Context: an optimization exercise on an open-source flow, tuned for small area and a short achievable clock period. The choices shown serve that exercise and are no tape-out recipe.
In this exercise RTL edits were held to simulation tests only and were not proved equivalent to the original.
Power figures rest on the tool's default switching activity, not on a simulated workload.

==> run a <==
==> flow/design.v <==
package qsof_pkg;
    localparam int AMP_WIDTH_DEF = 32;
    localparam int N_QUBIT_DEF   = 5;
    typedef enum logic [1:0] {
        IDLE    = 2'd0,
        COLLECT = 2'd1,
        DONE    = 2'd2
    } collector_state_e;
    typedef struct packed {
        logic signed [AMP_WIDTH_DEF-1:0] re;
        logic signed [AMP_WIDTH_DEF-1:0] im;
    } amp_pair_t;
endpackage
module statevec_ram #(
    parameter int WIDTH  = 2 * qsof_pkg::AMP_WIDTH_DEF,
    parameter int ADDR_W = qsof_pkg::N_QUBIT_DEF
) (
    input  logic                  clk,
    input  logic [2**ADDR_W-1:0]  we_i,
    input  logic [WIDTH-1:0]      wdata_i,
    input  logic [2**ADDR_W-1:0]  rsel_i,
    output logic [WIDTH-1:0]      rdata_o
);
    localparam int DEPTH = 2 ** ADDR_W;
    logic [WIDTH-1:0] mem_q [DEPTH];
    always_ff @(posedge clk) begin
        for (int i = 0; i < DEPTH; i++) begin
            if (we_i[i]) begin
                mem_q[i] <= wdata_i;
            end
        end
    end
    always_comb begin
        rdata_o = '0;
        for (int i = 0; i < DEPTH; i++) begin
            rdata_o = rdata_o | (mem_q[i] & {WIDTH{rsel_i[i]}});
        end
    end
endmodule
module statevec_collector #(
    parameter int AMP_WIDTH = qsof_pkg::AMP_WIDTH_DEF,
    parameter int N_QUBIT   = qsof_pkg::N_QUBIT_DEF
) (
    input  logic                        clk,
    input  logic                        aclr,
    input  logic                        clk_en,
    input  logic                        start,
    input  logic                        valid_in,
    input  logic signed [AMP_WIDTH-1:0] amp_in_real,
    input  logic signed [AMP_WIDTH-1:0] amp_in_img,
    input  logic        [N_QUBIT-1:0]   state_in,
    input  logic                        rd_en,
    input  logic        [N_QUBIT-1:0]   rd_addr,
    output logic signed [AMP_WIDTH-1:0] rd_amp_real,
    output logic signed [AMP_WIDTH-1:0] rd_amp_img,
    output logic                        rd_valid,
    output logic        [N_QUBIT:0]     count,
    output logic                        busy,
    output logic                        frame_done,
    output logic                        dup_err,
    output logic                        stray_err
);
    localparam int DEPTH = 2 ** N_QUBIT;
    logic               busy_q;
    logic [DEPTH-1:0]   blk_q;
    logic [N_QUBIT:0]   count_q;
    logic               dup_q;
    logic               stray_q;
    logic               rd_valid_q;
    logic [2*AMP_WIDTH-1:0] rdata_q;
    logic [DEPTH-1:0]   wdec, rdec, we;
    logic               hit, last, rhit;
    logic [2*AMP_WIDTH-1:0] rdata;
    always_comb begin
        for (int i = 0; i < DEPTH; i++) begin
            wdec[i] = (state_in == N_QUBIT'(i));
            rdec[i] = (rd_addr  == N_QUBIT'(i));
        end
    end
    assign hit      = |(wdec & blk_q);
    assign we       = {DEPTH{clk_en & ~aclr & ~start & valid_in}} & wdec & ~blk_q;
    assign last     = (count_q[N_QUBIT-1:0] == {N_QUBIT{1'b1}});
    assign rhit     = |(rdec & blk_q) & (busy_q | count_q[N_QUBIT]);
    always_ff @(posedge clk) begin
        if (aclr) begin
            busy_q     <= 1'b0;
            blk_q      <= '1;
            count_q    <= '0;
            dup_q      <= 1'b0;
            stray_q    <= 1'b0;
            rd_valid_q <= 1'b0;
        end else if (clk_en) begin
            rd_valid_q <= rd_en;
            if (start) begin
                busy_q  <= 1'b1;
                blk_q   <= '0;
                count_q <= '0;
                dup_q   <= 1'b0;
                stray_q <= 1'b0;
            end else if (valid_in) begin
                if (!busy_q) begin
                    stray_q <= 1'b1;
                end else if (hit) begin
                    dup_q <= 1'b1;
                end else begin
                    blk_q   <= blk_q | wdec;
                    count_q <= count_q + 1'b1;
                    if (last) busy_q <= 1'b0;
                end
            end
        end
    end
    always_ff @(posedge clk) begin
        if (clk_en & rd_en) begin
            rdata_q <= rhit ? rdata : '0;
        end
    end
    statevec_ram #(
        .WIDTH  (2 * AMP_WIDTH),
        .ADDR_W (N_QUBIT)
    ) u_ram (
        .clk     (clk),
        .we_i    (we),
        .wdata_i ({amp_in_real, amp_in_img}),
        .rsel_i  (rdec),
        .rdata_o (rdata)
    );
    assign rd_amp_real = rdata_q[2*AMP_WIDTH-1:AMP_WIDTH];
    assign rd_amp_img  = rdata_q[AMP_WIDTH-1:0];
    assign rd_valid    = rd_valid_q;
    assign count       = count_q;
    assign busy        = busy_q;
    assign frame_done  = count_q[N_QUBIT];
    assign dup_err     = dup_q;
    assign stray_err   = stray_q;
endmodule
==> flow/run.sh <==
#!/bin/bash
# synth_recipe.tcl (not shown) runs the flow's synth.tcl, then flattens the netlist and writes it again
# the make line also repeats each setting of config.mk as NAME=value (left out here)
make -C /OpenROAD-flow-scripts/flow DESIGN_CONFIG=/design/flow/config.mk WORK_HOME=/design/flow/orfs CLKGATE_MAP_FILE= SYNTH_SCRIPT=/design/flow/synth_recipe.tcl finish
==> flow/config.mk <==
export PLATFORM = sky130hd
export DESIGN_NAME = statevec_collector
export DESIGN_NICKNAME = statevec_collector
export VERILOG_FILES = /design/flow/design.v
export SDC_FILE = /design/flow/constraint.sdc
export NUM_CORES = 4
export LEC_CHECK = 0
export CAP_MARGIN = 20
export CORE_MARGIN = 2
export CORE_UTILIZATION = 55
export CTS_CLUSTER_DIAMETER = 100
export CTS_CLUSTER_SIZE = 30
export SETUP_SLACK_MARGIN = 1.0
export SLEW_MARGIN = 20
==> flow/constraint.sdc <==
create_clock -name core_clock -period 2.8 [get_ports {clk}]
set_input_delay 0.5600 -clock core_clock [delete_from_list [all_inputs] [get_ports {clk}]]
set_output_delay 0.5600 -clock core_clock [all_outputs]
set_load 0.01 [all_outputs]
==> inputs of run b, as changes to run a <==
--- a/flow/design.v
+++ b/flow/design.v
@@ -69,18 +69,19 @@
     logic               rd_valid_q;
     logic [2*AMP_WIDTH-1:0] rdata_q;
     logic [DEPTH-1:0]   wdec, rdec, we;
-    logic               hit, last, rhit;
-    logic [2*AMP_WIDTH-1:0] rdata;
+    logic               hit, last, clr;
+    logic [2*AMP_WIDTH-1:0] wdata, rdata;
     always_comb begin
         for (int i = 0; i < DEPTH; i++) begin
             wdec[i] = (state_in == N_QUBIT'(i));
             rdec[i] = (rd_addr  == N_QUBIT'(i));
         end
     end
-    assign hit      = |(wdec & blk_q);
-    assign we       = {DEPTH{clk_en & ~aclr & ~start & valid_in}} & wdec & ~blk_q;
-    assign last     = (count_q[N_QUBIT-1:0] == {N_QUBIT{1'b1}});
-    assign rhit     = |(rdec & blk_q) & (busy_q | count_q[N_QUBIT]);
+    assign clr   = aclr | (clk_en & start);
+    assign hit   = |(wdec & blk_q);
+    assign we    = {DEPTH{clr}} | ({DEPTH{clk_en & valid_in}} & wdec & ~blk_q);
+    assign wdata = clr ? '0 : {amp_in_real, amp_in_img};
+    assign last  = (count_q[N_QUBIT-1:0] == {N_QUBIT{1'b1}});
     always_ff @(posedge clk) begin
         if (aclr) begin
             busy_q     <= 1'b0;
@@ -98,12 +99,12 @@
                 dup_q   <= 1'b0;
                 stray_q <= 1'b0;
             end else if (valid_in) begin
+                blk_q <= blk_q | wdec;
                 if (!busy_q) begin
                     stray_q <= 1'b1;
                 end else if (hit) begin
                     dup_q <= 1'b1;
                 end else begin
-                    blk_q   <= blk_q | wdec;
                     count_q <= count_q + 1'b1;
                     if (last) busy_q <= 1'b0;
                 end
@@ -112,7 +113,7 @@
     end
     always_ff @(posedge clk) begin
         if (clk_en & rd_en) begin
-            rdata_q <= rhit ? rdata : '0;
+            rdata_q <= rdata;
         end
     end
     statevec_ram #(
@@ -121,7 +122,7 @@
     ) u_ram (
         .clk     (clk),
         .we_i    (we),
-        .wdata_i ({amp_in_real, amp_in_img}),
+        .wdata_i (wdata),
         .rsel_i  (rdec),
         .rdata_o (rdata)
     );
==> flow/flow/run.sh (new file) <==
#!/bin/bash
# The standard layout (the standard.sh: ORFS synthesis through finish, with
# config.mk's settings), with two make variables added on its command line:
#  - BUFFER_PORTS_ARGS: every input and output port still gets its own buffer,
#    but a buf_4 instead of the slow delay cell port buffering otherwise picks;
#  - DONT_USE_CELLS: the platform's don't-use list plus the largest plain buffers,
#    so fanout trees are built from smaller buffers.
# make's output goes to orfs_make.log here (ORFS's own logs are under orfs/logs).
set -euo pipefail
DU="sky130_fd_sc_hd__probe_p_8 sky130_fd_sc_hd__probec_p_8 sky130_fd_sc_hd__lpflow_bleeder_1 sky130_fd_sc_hd__lpflow_clkbufkapwr_1 sky130_fd_sc_hd__lpflow_clkbufkapwr_16 sky130_fd_sc_hd__lpflow_clkbufkapwr_2 sky130_fd_sc_hd__lpflow_clkbufkapwr_4 sky130_fd_sc_hd__lpflow_clkbufkapwr_8 sky130_fd_sc_hd__lpflow_clkinvkapwr_1 sky130_fd_sc_hd__lpflow_clkinvkapwr_16 sky130_fd_sc_hd__lpflow_clkinvkapwr_2 sky130_fd_sc_hd__lpflow_clkinvkapwr_4 sky130_fd_sc_hd__lpflow_clkinvkapwr_8 sky130_fd_sc_hd__lpflow_decapkapwr_12 sky130_fd_sc_hd__lpflow_decapkapwr_3 sky130_fd_sc_hd__lpflow_decapkapwr_4 sky130_fd_sc_hd__lpflow_decapkapwr_6 sky130_fd_sc_hd__lpflow_decapkapwr_8 sky130_fd_sc_hd__lpflow_inputiso0n_1 sky130_fd_sc_hd__lpflow_inputiso0p_1 sky130_fd_sc_hd__lpflow_inputiso1n_1 sky130_fd_sc_hd__lpflow_inputiso1p_1 sky130_fd_sc_hd__lpflow_inputisolatch_1 sky130_fd_sc_hd__lpflow_isobufsrc_1 sky130_fd_sc_hd__lpflow_isobufsrc_16 sky130_fd_sc_hd__lpflow_isobufsrc_2 sky130_fd_sc_hd__lpflow_isobufsrc_4 sky130_fd_sc_hd__lpflow_isobufsrc_8 sky130_fd_sc_hd__lpflow_isobufsrckapwr_16 sky130_fd_sc_hd__lpflow_lsbuf_lh_hl_isowell_tap_1 sky130_fd_sc_hd__lpflow_lsbuf_lh_hl_isowell_tap_2 sky130_fd_sc_hd__lpflow_lsbuf_lh_hl_isowell_tap_4 sky130_fd_sc_hd__lpflow_lsbuf_lh_isowell_4 sky130_fd_sc_hd__lpflow_lsbuf_lh_isowell_tap_1 sky130_fd_sc_hd__lpflow_lsbuf_lh_isowell_tap_2 sky130_fd_sc_hd__lpflow_lsbuf_lh_isowell_tap_4  sky130_fd_sc_hd__buf_12 sky130_fd_sc_hd__buf_16"
bash standard.sh "BUFFER_PORTS_ARGS=-buffer_cell sky130_fd_sc_hd__buf_4" "DONT_USE_CELLS=$DU" finish > orfs_make.log 2>&1
==> flow/standard.sh (new file) <==
#!/bin/bash
# synth_recipe.tcl (not shown) runs the flow's synth.tcl, then flattens the netlist and writes it again
# the make line also repeats each setting of config.mk as NAME=value (left out here)
make -C /OpenROAD-flow-scripts/flow DESIGN_CONFIG=/design/flow/config.mk WORK_HOME=/design/flow/orfs CLKGATE_MAP_FILE= SYNTH_SCRIPT=/design/flow/synth_recipe.tcl "${@:-finish}"
Settings changed: CTS_CLUSTER_SIZE 30 to 24, SETUP_SLACK_MARGIN 1.0 to 1.1, TNS_END_PERCENT set to 5.
removed: flow/run.sh
==> inputs of run c, as changes to run a <==
--- a/flow/design.v
+++ b/flow/design.v
@@ -69,7 +69,7 @@
     logic               rd_valid_q;
     logic [2*AMP_WIDTH-1:0] rdata_q;
     logic [DEPTH-1:0]   wdec, rdec, we;
-    logic               hit, last, rhit;
+    logic               hit, last, readable;
     logic [2*AMP_WIDTH-1:0] rdata;
     always_comb begin
         for (int i = 0; i < DEPTH; i++) begin
@@ -80,7 +80,7 @@
     assign hit      = |(wdec & blk_q);
     assign we       = {DEPTH{clk_en & ~aclr & ~start & valid_in}} & wdec & ~blk_q;
     assign last     = (count_q[N_QUBIT-1:0] == {N_QUBIT{1'b1}});
-    assign rhit     = |(rdec & blk_q) & (busy_q | count_q[N_QUBIT]);
+    assign readable = busy_q | count_q[N_QUBIT];
     always_ff @(posedge clk) begin
         if (aclr) begin
             busy_q     <= 1'b0;
@@ -112,7 +112,7 @@
     end
     always_ff @(posedge clk) begin
         if (clk_en & rd_en) begin
-            rdata_q <= rhit ? rdata : '0;
+            rdata_q <= readable ? rdata : '0;
         end
     end
     statevec_ram #(
@@ -122,7 +122,7 @@
         .clk     (clk),
         .we_i    (we),
         .wdata_i ({amp_in_real, amp_in_img}),
-        .rsel_i  (rdec),
+        .rsel_i  (rdec & blk_q),
         .rdata_o (rdata)
     );
     assign rd_amp_real = rdata_q[2*AMP_WIDTH-1:AMP_WIDTH];
Settings changed: CTS_CLUSTER_DIAMETER 100 to unset, CTS_CLUSTER_SIZE 30 to unset, SETUP_SLACK_MARGIN 1.0 to 0.8.
==> comparison <==
- In sequential power, run a and run c hardly differ.
- The highest count of clock-buffer cells in the layout belongs to run c, the lowest to run a.
- The lowest setup slack belongs to run a, the highest to run b.
- Against run a, the first-iteration DRC count of run c is smaller by 6.8%.
- The lowest total power belongs to run a, the highest to run c.
- The highest final cell count belongs to run c, the lowest to run a.
==> figures <==
Result of the run: run c no timing/DRC/antenna violations; run a no timing/DRC/antenna violations; run b no timing/DRC/antenna violations
Number of clock-tree buffers in the layout: run c 259; run a 88; run b 110
GPL Wtd Cong: run c 0.878; run a 0.876; run b 0.874
Required time of the worst setup path: run c 3340 ps; run a 3330 ps; run b 2240 ps
Routed length per instance: run c 39.9 µm; run a 41.3 µm; run b 37.6 µm
Number of resized instances in the post-cts repair step: run c 832; run a 398; run b 305
Synth Area in Simple Gates: run c 3.21%; run a 3.54%; run b 5.05%
Net load switching power: run c 13.6 mW; run a 11.4 mW; run b 13.9 mW
Floorplan row count: run c 137; run a 137; run b 138
Relative slew margins: run c 49.7%; run a 48.1%; run b 42.5%
Met2 Routed Length: run c 131000 µm; run a 133000 µm; run b 127000 µm
Number of multi-input combinational cells: run c 1595; run a 1658; run b 1906
Sequential power: run c 35.6 mW; run a 35.5 mW; run b 40.0 mW

-- afterwards: timing with drivers on the ports --
In the flow no input, the clock included, has a driving cell. The finished layouts below were timed again as built, in two steps. Step 1, drivers: a clkbuf_16 drives clk and a buf_2 each remaining input, both assumed. Step 2 moves the port delays by t, midway between the first and last clock arrival at a register: inputs arrive t later, outputs are due t later. That takes back most of the time a late clock gives input paths. Slacks: no drivers / after step 1 / after step 2; pairs: no drivers / after step 1.
run | shift t [ns] | setup WS [ns] | worst hold slack (ns) | worst setup path after step 2 | slew at the worst register clock pin (ns)
run a | 0.831 | 0.167 / 0.167 / -0.602 | 0.272 / 0.216 / 0.468 | input to register | 0.12 / 0.12
run b | 0.832 | 0.700 / 0.621 / -0.006 | 0.169 / 0.119 / 0.458 | input to register | 0.10 / 0.10
run c | 0.922 | 0.533 / 0.533 / -0.262 | 0.167 / 0.118 / 0.477 | input to register | 0.07 / 0.07
With both steps, setup timing fails in every run listed, where it was met with ideal ports. The setup slack of run c, which loses most, moves by 0.000 ns with the drivers and by -0.795 ns with both steps.
